Source: an optimization exercise on an open RTL-to-GDS flow (aim: small area and a short achievable clock period). Production flows keep margins and buffers that such runs may drop.
Where RTL was checked, it was by simulation tests only, not by an equivalence proof against the original.
No activity file was given, so power comes from the tool's default toggle rates.

==> exp/yarrow <==
==> flow/design.v (excerpt) <==
module spi_frame_receiver
#(
    parameter int SPRITE_NUM    = 16,
    parameter int SPRITE_ADDR_W = 12,
    parameter int QUEUE_DEPTH   = 32,
    parameter int SYNC_STAGES   = 2
) (
    input  logic                            clock,
    input  logic                            reset_n,
    input  logic                            spi_sck,
    input  logic                            spi_mosi,
    input  logic                            spi_cs_n,
    output logic                            spi_miso,
    output logic [$clog2(SPRITE_NUM)-1:0]   sprite_w_select,
    output logic                            sprite_w_en,
    output logic [SPRITE_ADDR_W-1:0]        sprite_w_addr,
    output logic [7:0]                      sprite_w_data,
    input  logic                            dequeue,
    output logic                            is_empty,
    output logic [7:0]                      sprite_id,
    output logic [15:0]                     sprite_x,
    output logic [15:0]                     sprite_y,
    output logic [7:0]                      sprite_scale,
    output logic [$clog2(QUEUE_DEPTH):0]    queue_level,
    output logic                            overflow
);
==> module draw_fifo, before the edit <==
module draw_fifo
#(
    parameter int  DEPTH = 32
) (
    input  logic                     i_core_clk,
    input  logic                     i_arst_n,
    input  logic                     i_push,
    input  spi_pkg::draw_entry_t     i_push_dat,
    input  logic                     i_pop,
    input  logic                     i_clr,
    output spi_pkg::draw_entry_t     o_head_dat,
    output logic                     o_empty,
    output logic                     o_full,
    output logic [$clog2(DEPTH):0]   o_level,
    output logic                     o_overflow
);
    localparam int RN = 31;      
    logic [RN-1:0][47:0] r_ring;
    logic [47:0]   r_head;
    logic [RN-1:0] r_rd_oh;      
    logic [4:0]    r_wr_pos;     
    logic          r_pend;       
    logic [5:0]    r_level;
    logic          r_empty;
    logic          r_full;
    logic          r_ovf;
    logic [47:0]   w_dat;
    logic          w_inject;
    logic          w_do_pop;
    logic          w_lvl1, w_lvl2, w_ge2;
    function automatic logic [4:0] inc31(input logic [4:0] v);
        inc31 = (v == 5'd30) ? 5'd0 : v + 5'd1;
    endfunction
    function automatic logic [4:0] inc31x2(input logic [4:0] v);
        inc31x2 = (v == 5'd29) ? 5'd0 : (v == 5'd30) ? 5'd1 : v + 5'd2;
    endfunction
    assign w_dat    = i_push_dat;
    assign w_lvl1   = (r_level == 6'd1);
    assign w_lvl2   = (r_level == 6'd2);
    assign w_ge2    = ~r_empty & ~w_lvl1;
    assign w_do_pop = i_pop & ~r_empty;
    assign w_inject = r_pend & (r_wr_pos == 5'd0);
    always_ff @(posedge i_core_clk) begin
        r_ring <= {r_ring[RN-2:0], w_inject ? w_dat : r_ring[RN-1]};
    end
    logic          w_sel_ring;
    logic          w_sel_dat_pop;
    logic          w_sel_dat_keep;
    logic          w_sel_head;
    logic [47:0]   w_pop_val;
    logic [47:0]   w_keep_val;
    assign w_sel_ring     = ~i_clr & w_ge2 & ~(r_pend & w_lvl2);
    assign w_sel_dat_pop  = ~i_clr & ((w_ge2 & r_pend & w_lvl2) | (w_lvl1 & i_push));
    assign w_sel_dat_keep = ~i_clr & r_empty & i_push;
    assign w_sel_head     = ~i_clr & ~(r_empty & i_push);
    always_comb begin
        w_pop_val = {48{w_sel_dat_pop}} & w_dat;
        for (int i = 0; i < RN; i++)
            w_pop_val = w_pop_val | ({48{w_sel_ring & r_rd_oh[i]}} & r_ring[i]);
    end
    assign w_keep_val = ({48{w_sel_dat_keep}} & w_dat) | ({48{w_sel_head}} & r_head);
    logic w_ring_push, w_ring_pop;
    assign w_ring_pop  = w_do_pop & w_ge2;
    assign w_ring_push = i_push & ~i_clr & ~r_empty & ~(w_lvl1 & w_do_pop) & (~r_full | w_do_pop);
    logic w_do_push;
    logic [5:0] w_level_nxt;
    assign w_do_push   = i_push & (~r_full | w_do_pop);
    assign w_level_nxt = r_level + 6'(w_do_push) - 6'(w_do_pop);
    always_ff @(posedge i_core_clk or negedge i_arst_n) begin
        if (!i_arst_n) begin
            r_head   <= '0;
            r_rd_oh  <= RN'(1);
            r_wr_pos <= '0;
            r_pend   <= 1'b0;
            r_level  <= '0;
            r_empty  <= 1'b1;
            r_full   <= 1'b0;
            r_ovf    <= 1'b0;
        end else begin
            r_head <= w_do_pop ? w_pop_val : w_keep_val;
            if (i_clr) begin
                r_rd_oh  <= RN'(1);
                r_wr_pos <= '0;
                r_level  <= '0;
                r_empty  <= 1'b1;
                r_full   <= 1'b0;
                r_ovf    <= 1'b0;
            end else begin
                r_rd_oh  <= w_ring_pop  ? {r_rd_oh[RN-3:0], r_rd_oh[RN-1:RN-2]}
                                        : {r_rd_oh[RN-2:0], r_rd_oh[RN-1]};
                r_wr_pos <= w_ring_push ? inc31x2(r_wr_pos) : inc31(r_wr_pos);
                r_level  <= w_level_nxt;
                r_empty  <= (w_level_nxt == 6'd0);
                r_full   <= (w_level_nxt == 6'd32);
                if (i_push && !w_do_push) r_ovf <= 1'b1;
            end
            if (w_ring_push)   r_pend <= 1'b1;
            else if (w_inject) r_pend <= 1'b0;
        end
    end
    assign o_head_dat = r_head;
    assign o_empty    = r_empty;
    assign o_full     = r_full;
    assign o_level    = r_level;
    assign o_overflow = r_ovf;
endmodule
clock: 5.5 ns
lec_check: 0
cap_margin: 20
core_margin: 2
core_utilization: 40
setup_slack_margin: 3.0
slew_margin: 20
run.sh (not shown) runs the stock make flow with config.mk's settings and CLKGATE_MAP_FILE= SYNTH_SCRIPT=/design/flow/synth_recipe.tcl, a recipe that flattens the netlist after the stock synthesis.
==> exp/pepper: changes against exp/yarrow <==
--- a/flow/design.v
+++ b/flow/design.v
@@ -54,88 +54,95 @@
     logic [RN-1:0][47:0] r_ring;
     logic [47:0]   r_head;
     logic [RN-1:0] r_rd_oh;      
-    logic [4:0]    r_wr_pos;     
+    logic [4:0]    r_phase;
+    logic [4:0]    r_wr_neg;
     logic          r_pend;       
     logic [5:0]    r_level;
-    logic          r_empty;
+    logic          r_nempty;     
+    logic          w_empty;
     logic          r_full;
     logic          r_ovf;
     logic [47:0]   w_dat;
     logic          w_inject;
-    logic          w_do_pop;
-    logic          w_lvl1, w_lvl2, w_ge2;
+    logic          w_pop;
+    logic          w_lvl1, w_lvl2, w_lvl31, w_ge2;
     function automatic logic [4:0] inc31(input logic [4:0] v);
         inc31 = (v == 5'd30) ? 5'd0 : v + 5'd1;
     endfunction
-    function automatic logic [4:0] inc31x2(input logic [4:0] v);
-        inc31x2 = (v == 5'd29) ? 5'd0 : (v == 5'd30) ? 5'd1 : v + 5'd2;
+    function automatic logic [4:0] dec31(input logic [4:0] v);
+        dec31 = (v == 5'd0) ? 5'd30 : v - 5'd1;
     endfunction
+    assign w_empty  = ~r_nempty;
     assign w_dat    = i_push_dat;
     assign w_lvl1   = (r_level == 6'd1);
     assign w_lvl2   = (r_level == 6'd2);
-    assign w_ge2    = ~r_empty & ~w_lvl1;
-    assign w_do_pop = i_pop & ~r_empty;
-    assign w_inject = r_pend & (r_wr_pos == 5'd0);
+    assign w_lvl31  = (r_level == 6'd31);
+    assign w_ge2    = ~w_empty & ~w_lvl1;
+    assign w_pop    = i_pop & ~w_empty;
+    assign w_inject = r_pend & (r_phase == r_wr_neg);
     always_ff @(posedge i_core_clk) begin
         r_ring <= {r_ring[RN-2:0], w_inject ? w_dat : r_ring[RN-1]};
     end
-    logic          w_sel_ring;
-    logic          w_sel_dat_pop;
-    logic          w_sel_dat_keep;
-    logic          w_sel_head;
-    logic [47:0]   w_pop_val;
-    logic [47:0]   w_keep_val;
-    assign w_sel_ring     = ~i_clr & w_ge2 & ~(r_pend & w_lvl2);
-    assign w_sel_dat_pop  = ~i_clr & ((w_ge2 & r_pend & w_lvl2) | (w_lvl1 & i_push));
-    assign w_sel_dat_keep = ~i_clr & r_empty & i_push;
-    assign w_sel_head     = ~i_clr & ~(r_empty & i_push);
+    logic          w_take_ring;
+    logic          w_take_dat;
+    logic          w_take_head;
+    logic [47:0]   w_ring_rd;
+    assign w_take_ring = ~i_clr & w_pop & w_ge2 & ~(r_pend & w_lvl2);
+    assign w_take_dat  = ~i_clr & (w_pop ? ((r_pend & w_lvl2) | (w_lvl1 & i_push))
+                                         : (w_empty & i_push));
+    assign w_take_head = ~i_clr & ~w_pop & ~(w_empty & i_push);
     always_comb begin
-        w_pop_val = {48{w_sel_dat_pop}} & w_dat;
+        w_ring_rd = '0;
         for (int i = 0; i < RN; i++)
-            w_pop_val = w_pop_val | ({48{w_sel_ring & r_rd_oh[i]}} & r_ring[i]);
+            w_ring_rd = w_ring_rd | ({48{r_rd_oh[i]}} & r_ring[i]);
     end
-    assign w_keep_val = ({48{w_sel_dat_keep}} & w_dat) | ({48{w_sel_head}} & r_head);
-    logic w_ring_push, w_ring_pop;
-    assign w_ring_pop  = w_do_pop & w_ge2;
-    assign w_ring_push = i_push & ~i_clr & ~r_empty & ~(w_lvl1 & w_do_pop) & (~r_full | w_do_pop);
-    logic w_do_push;
-    logic [5:0] w_level_nxt;
-    assign w_do_push   = i_push & (~r_full | w_do_pop);
-    assign w_level_nxt = r_level + 6'(w_do_push) - 6'(w_do_pop);
+    logic w_ring_push;
+    assign w_ring_push = i_push & ~i_clr & ~w_empty & (w_pop ? ~w_lvl1 : ~r_full);
+    logic [5:0] w_lvl_inc, w_lvl_dec;
+    assign w_lvl_inc = r_level + 6'd1;
+    assign w_lvl_dec = r_level - 6'd1;
     always_ff @(posedge i_core_clk or negedge i_arst_n) begin
         if (!i_arst_n) begin
             r_head   <= '0;
             r_rd_oh  <= RN'(1);
-            r_wr_pos <= '0;
+            r_phase  <= '0;
+            r_wr_neg <= '0;
             r_pend   <= 1'b0;
             r_level  <= '0;
-            r_empty  <= 1'b1;
+            r_nempty <= 1'b0;
             r_full   <= 1'b0;
             r_ovf    <= 1'b0;
         end else begin
-            r_head <= w_do_pop ? w_pop_val : w_keep_val;
+            r_head  <= ({48{w_take_ring}} & w_ring_rd) | ({48{w_take_dat}} & w_dat)
+                     | ({48{w_take_head}} & r_head);
+            r_phase <= inc31(r_phase);
+            r_pend  <= w_ring_push | (r_pend & ~w_inject);
             if (i_clr) begin
                 r_rd_oh  <= RN'(1);
-                r_wr_pos <= '0;
+                r_wr_neg <= inc31(r_phase);
                 r_level  <= '0;
-                r_empty  <= 1'b1;
+                r_nempty <= 1'b0;
                 r_full   <= 1'b0;
                 r_ovf    <= 1'b0;
             end else begin
-                r_rd_oh  <= w_ring_pop  ? {r_rd_oh[RN-3:0], r_rd_oh[RN-1:RN-2]}
-                                        : {r_rd_oh[RN-2:0], r_rd_oh[RN-1]};
-                r_wr_pos <= w_ring_push ? inc31x2(r_wr_pos) : inc31(r_wr_pos);
-                r_level  <= w_level_nxt;
-                r_empty  <= (w_level_nxt == 6'd0);
-                r_full   <= (w_level_nxt == 6'd32);
-                if (i_push && !w_do_push) r_ovf <= 1'b1;
+                r_rd_oh  <= (w_pop & w_ge2) ? {r_rd_oh[RN-3:0], r_rd_oh[RN-1:RN-2]}
+                                            : {r_rd_oh[RN-2:0], r_rd_oh[RN-1]};
+                if (w_ring_push) r_wr_neg <= dec31(r_wr_neg);
+                if (w_pop) begin
+                    r_level <= i_push ? r_level : w_lvl_dec;
+                    r_nempty <= i_push | ~w_lvl1;
+                    r_full  <= i_push & r_full;
+                end else begin
+                    r_level <= (i_push & ~r_full) ? w_lvl_inc : r_level;
+                    r_nempty <= r_nempty | i_push;
+                    r_full  <= r_full | (i_push & w_lvl31);
+                    if (i_push && r_full) r_ovf <= 1'b1;
+                end
             end
-            if (w_ring_push)   r_pend <= 1'b1;
-            else if (w_inject) r_pend <= 1'b0;
         end
     end
     assign o_head_dat = r_head;
-    assign o_empty    = r_empty;
+    assign o_empty    = w_empty;
     assign o_full     = r_full;
     assign o_level    = r_level;
     assign o_overflow = r_ovf;
Settings changed: CORE_UTILIZATION 40 to 60, CTS_CLUSTER_DIAMETER set to 80, CTS_CLUSTER_SIZE set to 24, PLACE_DENSITY set to 0.7, SETUP_SLACK_MARGIN 3.0 to 3.35.
==> summary of the runs <==
Area after synthesis: exp/pepper is lower than exp/yarrow (0.40%). Core utilization: exp/yarrow is lower than exp/pepper (20 points). Against exp/pepper, the sequential share of layout area of exp/yarrow is lower by 4.1 points. Register-to-register slack: exp/yarrow is lower than exp/pepper (0.48 ns). Of exp/yarrow and exp/pepper, exp/yarrow has the higher via count (gap 0.39%, measured against exp/pepper). Synthesized cell count: exp/yarrow is higher than exp/pepper (about 0.9%). In exp/yarrow the global-route usage is lower than in exp/pepper, by 9.0 points. Between exp/pepper and exp/yarrow, the lower total power is in exp/pepper (gap about 25%, measured against exp/yarrow). Cell count: exp/yarrow is larger than exp/pepper (about 14%).
No functional check of the RTL was part of exp/yarrow.

what the ideal ports hide:
How much do the figures lean on ideal ports? The routed layouts below were timed once more, with nothing changed but the port constraints.
Step 1 assumes that a clkbuf_16 drives the clock port and a buf_2 every other input.
Step 2 also shifts input and output timing later by t, the mid clock arrival at the registers, as if the neighbouring blocks saw the same clock.
a / b / c = no drivers / after step 1 / after step 2; a / b = the first two.
run	t (ns)	slack for setup (ns)	worst setup path after step 2	worst data-port slew with drivers (ns)	pins driven straight from the clock port
exp/yarrow	0.826	2.895 / 2.847 / 2.211	input to register	0.08	1
exp/pepper	0.722	3.095 / 3.027 / 2.683	input to register	0.04	1
After both steps setup and hold are still met in every run listed. For exp/yarrow, which loses most, drivers alone change the setup slack by -0.048 ns; drivers and shift together by -0.684 ns.
